Context: an optimization exercise on an open-source flow, tuned for small area. The choices shown serve that exercise and are no tape-out recipe.
In this exercise RTL edits were held to simulation tests only and were not proved equivalent to the original.
Power figures rest on the tool's default switching activity, not on a simulated workload.

## JK
==> flow/design.v (excerpt) <==
module branch_predictor (
  input  logic        clk,
  input  logic        rst_n,
  input  logic [31:0] IF_PC,
  output logic        predicted,
  output logic [31:0] predicted_target,
  input  logic        upd_valid,
  input  logic [31:0] upd_PC,
  input  logic        upd_taken,
  input  logic [31:0] upd_target,
  input  logic        upd_uncond,
  input  logic        upd_predicted,
  output logic        mispredict,
  output logic [15:0] mispredict_count
);
make LEC_CHECK=0 CAP_MARGIN=15 CORE_MARGIN=2 CORE_UTILIZATION=50 CTS_BUF_LIST=sky130_fd_sc_hd__clkbuf_8 CTS_CLUSTER_DIAMETER=60 CTS_CLUSTER_SIZE=16 GPL_TIMING_DRIVEN=0 SETUP_SLACK_MARGIN=0.25 SLEW_MARGIN=15 SYNTH_HIERARCHICAL=1 finish   # period 6.5 ns
run.sh (not shown) runs the stock make flow with config.mk's settings and CLKGATE_MAP_FILE= SYNTH_SCRIPT=/design/flow/synth_recipe.tcl, a recipe that flattens the netlist after the stock synthesis.
[inputs] MS vs JK
Settings: clearing SETUP_SLACK_MARGIN, which used to be 0.25.
==> flow/flow/run.sh (new file) <==
#!/bin/bash
set -e
PLATFORM_DONT_USE="sky130_fd_sc_hd__probe_p_8 sky130_fd_sc_hd__probec_p_8 sky130_fd_sc_hd__lpflow_bleeder_1 sky130_fd_sc_hd__lpflow_clkbufkapwr_1 sky130_fd_sc_hd__lpflow_clkbufkapwr_16 sky130_fd_sc_hd__lpflow_clkbufkapwr_2 sky130_fd_sc_hd__lpflow_clkbufkapwr_4 sky130_fd_sc_hd__lpflow_clkbufkapwr_8 sky130_fd_sc_hd__lpflow_clkinvkapwr_1 sky130_fd_sc_hd__lpflow_clkinvkapwr_16 sky130_fd_sc_hd__lpflow_clkinvkapwr_2 sky130_fd_sc_hd__lpflow_clkinvkapwr_4 sky130_fd_sc_hd__lpflow_clkinvkapwr_8 sky130_fd_sc_hd__lpflow_decapkapwr_12 sky130_fd_sc_hd__lpflow_decapkapwr_3 sky130_fd_sc_hd__lpflow_decapkapwr_4 sky130_fd_sc_hd__lpflow_decapkapwr_6 sky130_fd_sc_hd__lpflow_decapkapwr_8 sky130_fd_sc_hd__lpflow_inputiso0n_1 sky130_fd_sc_hd__lpflow_inputiso0p_1 sky130_fd_sc_hd__lpflow_inputiso1n_1 sky130_fd_sc_hd__lpflow_inputiso1p_1 sky130_fd_sc_hd__lpflow_inputisolatch_1 sky130_fd_sc_hd__lpflow_isobufsrc_1 sky130_fd_sc_hd__lpflow_isobufsrc_16 sky130_fd_sc_hd__lpflow_isobufsrc_2 sky130_fd_sc_hd__lpflow_isobufsrc_4 sky130_fd_sc_hd__lpflow_isobufsrc_8 sky130_fd_sc_hd__lpflow_isobufsrckapwr_16 sky130_fd_sc_hd__lpflow_lsbuf_lh_hl_isowell_tap_1 sky130_fd_sc_hd__lpflow_lsbuf_lh_hl_isowell_tap_2 sky130_fd_sc_hd__lpflow_lsbuf_lh_hl_isowell_tap_4 sky130_fd_sc_hd__lpflow_lsbuf_lh_isowell_4 sky130_fd_sc_hd__lpflow_lsbuf_lh_isowell_tap_1 sky130_fd_sc_hd__lpflow_lsbuf_lh_isowell_tap_2 sky130_fd_sc_hd__lpflow_lsbuf_lh_isowell_tap_4 "
EXTRA_DONT_USE="sky130_fd_sc_hd__buf_6 sky130_fd_sc_hd__buf_8 sky130_fd_sc_hd__buf_12 sky130_fd_sc_hd__buf_16 sky130_fd_sc_hd__bufbuf_8 sky130_fd_sc_hd__bufbuf_16"
bash standard.sh synth > run_synth.log 2>&1
export BUFFER_PORTS_ARGS="-buffer_cell sky130_fd_sc_hd__buf_2"
bash standard.sh "DONT_USE_CELLS=$PLATFORM_DONT_USE $EXTRA_DONT_USE" finish > run_layout.log 2>&1
==> flow/standard.sh (new file) <==
#!/bin/bash
# synth_recipe.tcl (not shown) runs the flow's synth.tcl, then flattens the netlist and writes it again
# the make line also repeats each setting of config.mk as NAME=value (left out here)
make -C /OpenROAD-flow-scripts/flow DESIGN_CONFIG=/design/flow/config.mk WORK_HOME=/design/flow/orfs CLKGATE_MAP_FILE= SYNTH_SCRIPT=/design/flow/synth_recipe.tcl "${@:-finish}"
removed: flow/run.sh
[summary]
In the flow results for MS and JK, the worst endpoint required time is smaller on MS.
For the power after layout, MS came in about 1.5% lower than JK did.
NOTE multi-input logic area JK->MS decreased slightly
| post-detailed-placement cell area | MS vs JK | about 5% lower |
Between JK and MS, the number of nets in the layout does not differ in any meaningful way.
Every run in MS and JK closed cleanly, with the single exception of MS.
[flow] MS | stages: complete | final checks: fail | reason: negative setup slack
In MS, the utilization of the core after routing came out 3.4 points below the value in JK.
Modified inputs, AL compared to MS
Settings: an added SETUP_SLACK_MARGIN of 0.25.
Results
- Clock-buffer cell count is lower on AL
- For the switching share of power, AL came in 0.24 points lower than MS did.
- AL vs. MS: peak supply drop has increased; combinational share of power has remained practically unchanged.
- AL reached the final stage; the timing, DRC and antenna checks on its layout passed.

==> port drivers added, routing unchanged <==
The flow's constraints put no driver on any port. The routed layouts listed below were extracted and timed again, unchanged, in two steps. Step 1: set_driving_cell puts a clkbuf_16 on clk and a buf_2 on each other input, an assumption about the parent block. Step 2 adds t to the input delays and takes it off the output delays; t is the mean of the earliest and latest rising clock arrival at the registers after step 1. Input paths then give back, and output paths get back, about the clock's delay inside the block. Three values: ideal ports, drivers, drivers and shift; two values: the first two.
| run | shift t [ns] | setup WS [ns] | latest minus earliest clock arrival (ns) | worst register clock-pin slew, ns | worst data-port slew with drivers (ns) |
|---|---|---|---|---|---|
| JK | 0.999 | 0.202 / 0.168 / -0.831 | 0.047 / 0.047 | 0.11 / 0.11 | 0.16 |
| MS | 1.026 | -0.039 / -0.064 / -1.066 | 0.074 / 0.073 | 0.11 / 0.11 | 0.20 |
| AL | 1.016 | 0.239 / 0.187 / -0.829 | 0.042 / 0.043 | 0.11 / 0.11 | 0.21 |
Met with ideal ports but missed after step 2: setup timing in JK and AL. The setup slack of AL, which loses most, moves by -0.052 ns with the drivers and by -1.068 ns with both steps.
